Source: an optimization exercise on an open RTL-to-GDS flow (aim: small area, a short achievable clock period and few clock cycles per item). Production flows keep margins and buffers that such runs may drop.
In this exercise RTL edits were held to simulation tests only and were not proved equivalent to the original.

===== flow/config.mk =====
export PLATFORM = sky130hd
export DESIGN_NAME = page_table_lru_evictor_top
export DESIGN_NICKNAME = page_table_lru_evictor_top
export VERILOG_FILES = /design/flow/design.v
export SDC_FILE = /design/flow/constraint.sdc
export NUM_CORES = 4
export LEC_CHECK = 0
export CAP_MARGIN = 20
export CORE_MARGIN = 2
export CORE_UTILIZATION = 30
export SLEW_MARGIN = 20

===== flow/run.sh =====
#!/bin/bash
# synth_recipe.tcl (not shown) runs the flow's synth.tcl, then flattens the netlist and writes it again
# the make line also repeats each setting of config.mk as NAME=value (left out here)
make -C /OpenROAD-flow-scripts/flow DESIGN_CONFIG=/design/flow/config.mk WORK_HOME=/design/flow/orfs CLKGATE_MAP_FILE= SYNTH_SCRIPT=/design/flow/synth_recipe.tcl finish

===== flow/constraint.sdc =====
create_clock -name core_clock -period 7.0 [get_ports {clk}]
set_input_delay 1.4000 -clock core_clock [delete_from_list [all_inputs] [get_ports {clk}]]
set_output_delay 1.4000 -clock core_clock [all_outputs]
set_load 0.01 [all_outputs]

===== flow/design.v =====
`timescale 1ns / 1ps
`default_nettype none
package ptle_pkg;
	typedef enum logic [2:0] {
		OP_FIND   = 3'd0,
		OP_ADD    = 3'd1,
		OP_REMOVE = 3'd2,
		OP_TOUCH  = 3'd3,
		OP_UNLINK = 3'd4,
		OP_EVICT  = 3'd5
	} op_t;
	localparam logic [1:0] ST_OK      = 2'd0;
	localparam logic [1:0] ST_MISS    = 2'd1;
	localparam logic [1:0] ST_EMPTY   = 2'd2;
	localparam logic [1:0] ST_PINNED  = 2'd3;
	localparam int FILE_W = 8;
	localparam int PAGE_W = 16;
	localparam int MASK_W = 16;
endpackage
`default_nettype wire
`timescale 1ns / 1ps
`default_nettype none
module ptle_cell #(
	parameter int LW = 5,
	parameter int IDX = 0
) (
	input  wire                            clk,
	input  wire                            arst_n,
	input  wire [ptle_pkg::FILE_W-1:0]     file_id,
	input  wire [ptle_pkg::PAGE_W-1:0]     page_number,
	input  wire                            wr_key,
	input  wire                            clr_valid,
	input  wire                            wr_next,
	input  wire [LW-1:0]                   next_d,
	input  wire                            wr_prev,
	input  wire [LW-1:0]                   prev_d,
	input  wire                            wr_on,
	input  wire                            on_d,
	input  wire                            hit_in,
	output logic                           hit_out,
	output logic                           match,
	output logic                           valid,
	output logic                           on,
	output logic [ptle_pkg::FILE_W-1:0]    kfile,
	output logic [ptle_pkg::PAGE_W-1:0]    kpage,
	output logic [LW-1:0]                  nxt,
	output logic [LW-1:0]                  prv
);
	logic valid_q, on_q;
	logic [ptle_pkg::FILE_W-1:0] file_q;
	logic [ptle_pkg::PAGE_W-1:0] page_q;
	logic [LW-1:0] next_q, prev_q;
	always_ff @(posedge clk or negedge arst_n) begin
		if (!arst_n) begin
			valid_q <= 1'b0;
			on_q    <= 1'b0;
		end else begin
			if (wr_key) valid_q <= 1'b1;
			else if (clr_valid) valid_q <= 1'b0;
			if (wr_on) on_q <= on_d;
		end
	end
	always_ff @(posedge clk) begin
		if (wr_key) begin
			file_q <= file_id;
			page_q <= page_number;
		end
		if (wr_next) next_q <= next_d;
		if (wr_prev) prev_q <= prev_d;
	end
	assign match   = valid_q && file_q == file_id && page_q == page_number && !hit_in;
	assign hit_out = hit_in || (valid_q && file_q == file_id && page_q == page_number);
	assign valid   = valid_q;
	assign on      = on_q;
	assign kfile   = file_q;
	assign kpage   = page_q;
	assign nxt     = next_q;
	assign prv     = prev_q;
endmodule
`default_nettype wire
`timescale 1ns / 1ps
`default_nettype none
module page_table_lru_evictor_top #(
	parameter int FRAMES = 16,
	parameter int BUCKETS = 16
) (
	input  wire         clk,
	input  wire         arst_n,
	input  wire         in_valid,
	output logic        in_ready,
	input  wire  [2:0]  opcode,
	input  wire  [7:0]  file_id,
	input  wire  [15:0] page_number,
	input  wire  [3:0]  frame,
	input  wire  [15:0] pinned_mask,
	input  wire  [15:0] dirty_mask,
	output logic        out_valid,
	input  wire         out_ready,
	output logic [1:0]  status,
	output logic [3:0]  frame_out,
	output logic [7:0]  victim_file_id,
	output logic [15:0] victim_page_number,
	output logic        needs_writeback
);
	localparam int LW = $clog2(FRAMES + 1);
	localparam int FW = $clog2(FRAMES);
	localparam logic [LW-1:0] NIL = LW'(FRAMES);
	typedef enum logic [2:0] {S_IDLE, S_EXEC, S_TAKE, S_PUSH, S_WALK, S_OUT} state_t;
	state_t state_q;
	logic [2:0]  op_q;
	logic [7:0]  file_q;
	logic [15:0] page_q;
	logic [3:0]  frame_q;
	logic [15:0] pin_q, dirty_q;
	logic [LW-1:0] head_q, tail_q, cur_q, tgt_q;
	logic [LW:0] steps_q;
	logic [FRAMES-1:0] wr_key, clr_valid, wr_next, wr_prev, wr_on;
	logic [LW-1:0] next_d [FRAMES];
	logic [LW-1:0] prev_d [FRAMES];
	logic [FRAMES-1:0] on_d;
	logic [FRAMES:0] hit_chain;
	logic [FRAMES-1:0] match, valid, on;
	logic [7:0]  kfile [FRAMES];
	logic [15:0] kpage [FRAMES];
	logic [LW-1:0] nxt [FRAMES];
	logic [LW-1:0] prv [FRAMES];
	assign hit_chain[0] = 1'b0;
	for (genvar g = 0; g < FRAMES; g++) begin : g_cell
		ptle_cell #(.LW(LW), .IDX(g)) u_cell (
			.clk(clk), .arst_n(arst_n),
			.file_id(file_q), .page_number(page_q),
			.wr_key(wr_key[g]), .clr_valid(clr_valid[g]),
			.wr_next(wr_next[g]), .next_d(next_d[g]),
			.wr_prev(wr_prev[g]), .prev_d(prev_d[g]),
			.wr_on(wr_on[g]), .on_d(on_d[g]),
			.hit_in(hit_chain[g]), .hit_out(hit_chain[g+1]),
			.match(match[g]), .valid(valid[g]), .on(on[g]),
			.kfile(kfile[g]), .kpage(kpage[g]), .nxt(nxt[g]), .prv(prv[g])
		);
	end
	logic [FW-1:0] hit_idx;
	always_comb begin
		hit_idx = '0;
		for (int i = 0; i < FRAMES; i++)
			if (match[i]) hit_idx = FW'(i);
	end
	logic frame_ok;
	assign frame_ok = 32'(frame_q) < FRAMES;
	logic [FW-1:0] tgt_i, cur_i;
	assign tgt_i = tgt_q[FW-1:0];
	assign cur_i = cur_q[FW-1:0];
	logic cur_pinned;
	assign cur_pinned = 32'(cur_q) < 16 && pin_q[4'(cur_q)];
	logic tgt_listed;
	assign tgt_listed = on[tgt_i];
	logic [LW-1:0] tp, tn;
	assign tp = prv[tgt_i];
	assign tn = nxt[tgt_i];
	logic do_take, do_push;
	assign do_take = state_q == S_TAKE && tgt_listed;
	assign do_push = state_q == S_PUSH;
	always_comb begin
		wr_key = '0; clr_valid = '0; wr_next = '0; wr_prev = '0; wr_on = '0; on_d = '0;
		for (int i = 0; i < FRAMES; i++) begin
			next_d[i] = NIL;
			prev_d[i] = NIL;
		end
		if (state_q == S_EXEC) begin
			if (op_q == ptle_pkg::OP_ADD && frame_ok) wr_key[FW'(frame_q)] = 1'b1;
			if (op_q == ptle_pkg::OP_REMOVE && hit_chain[FRAMES]) clr_valid[hit_idx] = 1'b1;
		end
		if (state_q == S_TAKE && op_q == ptle_pkg::OP_EVICT) clr_valid[tgt_i] = 1'b1;
		if (do_take) begin
			if (tp != NIL) begin
				wr_next[tp[FW-1:0]] = 1'b1;
				next_d[tp[FW-1:0]] = tn;
			end
			if (tn != NIL) begin
				wr_prev[tn[FW-1:0]] = 1'b1;
				prev_d[tn[FW-1:0]] = tp;
			end
			wr_on[tgt_i] = 1'b1;
		end
		if (do_push) begin
			if (head_q != NIL) begin
				wr_prev[head_q[FW-1:0]] = 1'b1;
				prev_d[head_q[FW-1:0]] = tgt_q;
			end
			wr_next[tgt_i] = 1'b1;
			next_d[tgt_i] = head_q;
			wr_prev[tgt_i] = 1'b1;
			prev_d[tgt_i] = NIL;
			wr_on[tgt_i] = 1'b1;
			on_d[tgt_i] = 1'b1;
		end
	end
	assign in_ready = state_q == S_IDLE;
	always_ff @(posedge clk or negedge arst_n) begin
		if (!arst_n) begin
			state_q   <= S_IDLE;
			head_q    <= NIL;
			tail_q    <= NIL;
			out_valid <= 1'b0;
			op_q      <= '0;
			file_q    <= '0;
			page_q    <= '0;
			frame_q   <= '0;
			pin_q     <= '0;
			dirty_q   <= '0;
			cur_q     <= NIL;
			tgt_q     <= NIL;
			steps_q   <= '0;
			status    <= ptle_pkg::ST_OK;
			frame_out <= '0;
			victim_file_id <= '0;
			victim_page_number <= '0;
			needs_writeback <= 1'b0;
		end else begin
			unique case (state_q)
				S_IDLE: if (in_valid) begin
					op_q    <= opcode;
					file_q  <= file_id;
					page_q  <= page_number;
					frame_q <= frame;
					pin_q   <= pinned_mask;
					dirty_q <= dirty_mask;
					state_q <= S_EXEC;
				end
				S_EXEC: begin
					status <= ptle_pkg::ST_OK;
					frame_out <= '0;
					victim_file_id <= '0;
					victim_page_number <= '0;
					needs_writeback <= 1'b0;
					tgt_q <= LW'(frame_q);
					state_q <= S_OUT;
					case (op_q)
						ptle_pkg::OP_FIND, ptle_pkg::OP_REMOVE: begin
							if (!hit_chain[FRAMES]) status <= ptle_pkg::ST_MISS;
							else if (op_q == ptle_pkg::OP_FIND) frame_out <= 4'(hit_idx);
						end
						ptle_pkg::OP_TOUCH, ptle_pkg::OP_UNLINK:
							if (frame_ok) state_q <= S_TAKE;
						ptle_pkg::OP_EVICT: begin
							if (head_q == NIL) status <= ptle_pkg::ST_EMPTY;
							else begin
								cur_q <= tail_q;
								steps_q <= '0;
								state_q <= S_WALK;
							end
						end
						default: ;
					endcase
				end
				S_WALK: begin
					if (cur_q == NIL || 32'(steps_q) >= FRAMES) begin
						status <= ptle_pkg::ST_PINNED;
						state_q <= S_OUT;
					end else if (cur_pinned) begin
						cur_q <= prv[cur_i];
						steps_q <= steps_q + 1'b1;
					end else begin
						frame_out <= 4'(cur_i);
						if (valid[cur_i]) begin
							victim_file_id <= kfile[cur_i];
							victim_page_number <= kpage[cur_i];
						end
						needs_writeback <= 32'(cur_q) < 16 && dirty_q[4'(cur_q)];
						tgt_q <= cur_q;
						state_q <= S_TAKE;
					end
				end
				S_TAKE: begin
					if (tgt_listed) begin
						if (tp == NIL) head_q <= tn;
						if (tn == NIL) tail_q <= tp;
					end
					state_q <= op_q == ptle_pkg::OP_TOUCH ? S_PUSH : S_OUT;
				end
				S_PUSH: begin
					if (head_q == NIL) tail_q <= tgt_q;
					head_q <= tgt_q;
					state_q <= S_OUT;
				end
				S_OUT: begin
					if (!out_valid) out_valid <= 1'b1;
					else if (out_ready) begin
						out_valid <= 1'b0;
						state_q <= S_IDLE;
					end
				end
				default: state_q <= S_IDLE;
			endcase
		end
	end
endmodule
`default_nettype wire

==> run notes <==
## critical path, delay by kind of cell, from the launching register on
| kind | cells | cell delay, ns |
|---|---|---|
| AND/OR/NAND/NOR | 4 | 1.25 |
| AO/OA/AOI/OAI | 4 | 1.99 |
| flip-flops | 1 | 0.32 |
| buffers and inverters | 3 | 0.75 |
| adder cells (fa/ha/maj) | 2 | 0.85 |
## through the flow
step            util  worst slack [ns]
6_report       0.349              1.41
2_1_floorplan      -              2.36
3_3_place_gp   0.327              1.75
3_5_place_dp   0.327              1.66
4_1_cts        0.349              1.61
5_1_grt        0.349              1.16
## placed cells by master (no fill, tap or decap), types with 54 or more instances in the layout
cell	count
nand4_1	134
mux2_2	68
nor4_1	63
clkbuf_16	80
nand2_1	291
a21oi_1	100
buf_4	100
edfxtp_1	544
nor2_1	116
a22o_1	61
nand3_1	96
clkdlybuf4s50_1	98
xnor2_1	221
nor3_1	54
xor2_1	173
o21ai_0	194
dfrtp_1	150
a22oi_1	178
## path summary, 6_finish.rpt
path | startpoint | endpoint | slack (ns) | cells past startpoint
setup / recovery | tgt_q[1]$_DFFE_PN0P_ | g_cell[14].u_cell.next_q[2]$_DFFE_PP_ | 1.41 | 13
hold / removal | victim_page_number[6]$_DFFE_PN0P_ | victim_page_number[6]$_DFFE_PN0P_ | 0.48 | 2
setup reg to reg | tgt_q[1]$_DFFE_PN0P_ | g_cell[14].u_cell.next_q[2]$_DFFE_PP_ | 1.41 | 13
hold reg to reg | victim_page_number[6]$_DFFE_PN0P_ | victim_page_number[6]$_DFFE_PN0P_ | 0.48 | 2
max in group asynchronous | arst_n | file_q[1]$_DFFE_PN0P_ | 5.17 | 2
min in group asynchronous | arst_n | page_q[3]$_DFFE_PN0P_ | 0.63 | 1
## sequential cells by signal, indices dropped and copies added (netlist names), 8 cells and up
register and count:
dirty_q 16, file_q 8, g_cell.u_cell.file_q 128, g_cell.u_cell.next_q 80, g_cell.u_cell.on_q 16, g_cell.u_cell.page_q 256
g_cell.u_cell.prev_q 80, g_cell.u_cell.valid_q 16, page_q 16, pin_q 16, victim_file_id 8, victim_page_number 16
## synth_stat cells, types with 11 or more instances
master    count
edfxtp_1    544
a211oi_1     15
nand4_1     134
o21ai_1      13
a21oi_1     100
mux2_2       68
a21o_1       24
nor3_1       61
nor2_1      127
a22oi_1     178
clkbuf_1    116
dfrtp_1     152
buf_2        60
buf_1        18
xor2_1      173
nor4_1       64
nand3_1      96
xnor2_1     221
or3_1        19
o21ai_0     195
a22o_1       61
and3_1       16
nand2_1     291
a222oi_1     11
buf_4        15
o221ai_1     29
ha_1         32
o22ai_1      35
nand2b_1     28
mux4_2       24
inv_1        44
and2_1       24
a221oi_1     43
## layer usage
layer / global-route usage / vias to the layer above
met1: 0.327 / 15200
met4: 0.134 / 4
met3: 0.0616 / 447
met5: 0 / -
met2: 0.399 / 2322
li1: - / 12600
## report_power, final
group	internal, mW	total, mW	switching [mW]
Clock	2.49	4.30	1.81
Combinational	2.83	9.69	6.86
Sequential	5.29	6.04	0.747
## final cells by class
cell class | instances | area, sq um | share of cell area
clock buffer | 99 | 2160 | 0.0508
timing repair buffer | 200 | 1760 | 0.0414
antenna | 2 | 5.00 | 0.000117
inverter | 46 | 173 | 0.00405
clock inverter | 40 | 448 | 0.0105
tap | 1625 | 2030 | 0.0477
sequential | 700 | 20200 | 0.475
multi-input combinational | 2281 | 15800 | 0.370
## cell families after synthesis
| group | share of synthesized area |
|---|---|
| flip-flops | 0.546 |
| AO/OA/AOI/OAI | 0.151 |
| adder cells (fa/ha/maj) | 0.0108 |
| multiplexers | 0.0368 |
| AND/OR/NAND/NOR | 0.130 |
| XOR/XNOR | 0.0931 |
| buffers and inverters | 0.0318 |
==> impl_metrics.ini <==
[outcome]
status = timing/DRC/antenna clean

[critical_path]
start_kind = flip-flop
cp.required_ns = 7.29
path_cells = buf_4 -> inv_1 -> ha_2 -> or3_1 -> a21oi_2 -> a2111o_1 -> o21a_1 -> inv_1 -> ha_1 -> and3_1 -> nor2_2 -> nand2b_1 -> o32ai_1
arrival_ns = 5.87
slowest_delay_ns = 0.90
crit_top_cell = inv_1
end_kind = flip-flop
cpMaxStageDelayCell = o32ai_1
cp_max_fo = 32
path_class = flip-flop to flip-flop

[place]
dp_hpwl_microns = 121000
port_buffers = 99
placed_cell_area_sq_um = 40000
gp_congestion = 1.06
dp.cells = 4852

[timing]
fmax_mhz = 179
drv_slew = 0
slew_headroom = 0.234
hold_ws_ns = 0.477
hold_viol = 0
setup_tns_ns = 0
worst_pin_slew_ns = 1.14
grt_setup_unrepaired = false
fin_crit_sh = 0.798
period_needed_ns = 5.59
finClkSkew_ns = 0.0307
final-setup-viol-count = 0

[floorplanning]
boundaryPins = 100
dieArea_sq_um = 126000
die_h_microns = 356
die_x_microns = 356
start_util = 0.303
rows = 128
core_sq_um = 122000

[detailed_routing]
drt-wirelength-per-cell_microns = 33.1
via_count = 30500
drtIter0Drc = 4837
wl_met1_microns = 61700
highest_layer = met5
wl_met2_microns = 74300
drt-vias-per-instance = 6.12
routed_wl_microns = 165000
drc = 0
antenna_left = 0
firstDrtPassIters = 6
wl_met3_microns = 18700

[yosys]
synth_seq_cells = 700
yosysWarnings = 25
synthTopCellsByArea = edfxtp_1 44%, dfrtp_1 10%, xnor2_1 5.2%, xor2_1 4.1%, a22oi_1 3.6%
ys_seq_area_frac = 0.546
synth_top_cell_by_area = edfxtp_1
synth_ff_type = edfxtp_1
syn_area_per_cell_sq_um = 11.4
syn-num-nets = 3343
yosysTopAreaCellShare = 0.441
syn_inst = 3244
synth_edf_count = 544
synthDistinctLibCells = 90
async_flop_share = 0.223
synth_area_sq_um = 37100

[layout]
nets = 3405
area_growth_pct = 14.9
stdcell_count = 4993
fill_cells = 12100
layout-drive-gt1-share = 0.112
design_area_sq_um = 42600

[clock_tree]
clock_path_buffers = 3
cts.sinks = 700
root_buffer = clkbuf_16
htreeDepth = 3
hold_buffers = 0
cts_tree = built
clk_latency_ns = 0.68
postCtsSetupRepairBufs = 0
cts_resized = 0
cts_buffers = 77
clk_pin_slew_ns = 0.06

[grt]
antenna_found_initial = 4
grt_max_degree = 120
grt_usage = 0.255
grt_overflow = 0
grt_pass1_wl_microns = 228000
grt_pass1_vias = 29000

[min_path]
hold_class = flip-flop to flip-flop

[power_and_ir_drop]
power.density_nw_per_um2 = 470
leakagePower_nw = 13.9
power_mw = 20.0
vdd_ir_drop_max_mv = 0.367

[job]
cap_viol_max_count = 0
Testbench counts, summed over its fixed seeds: cycles 169,786, items 32,000.

## port drivers added, routing unchanged
The flow's constraints put no driver on any port. The routed layout listed below was extracted and timed again, unchanged, in two steps.
Step 1: set_driving_cell puts a clkbuf_16 on clk and a buf_2 on each other input, an assumption about the parent block.
Step 2 times the ports against the registers' clock, not the clock port: input delays grow and output delays shrink by t, the midpoint of the rising clock arrivals with the driver on.
Slacks: ideal ports / drivers / drivers and shift; pairs: ideal ports / drivers.
t (ns): 0.738
setup slack, ns: 1.411 / 1.411 / 1.411
hold slack, ns: 0.477 / 0.477 / 0.477
latest minus earliest clock arrival (ns): 0.037 / 0.037
After both steps setup and hold are still met in this run. The setup slack of this run moves by 0.000 ns with the drivers and by 0.000 ns with both steps.
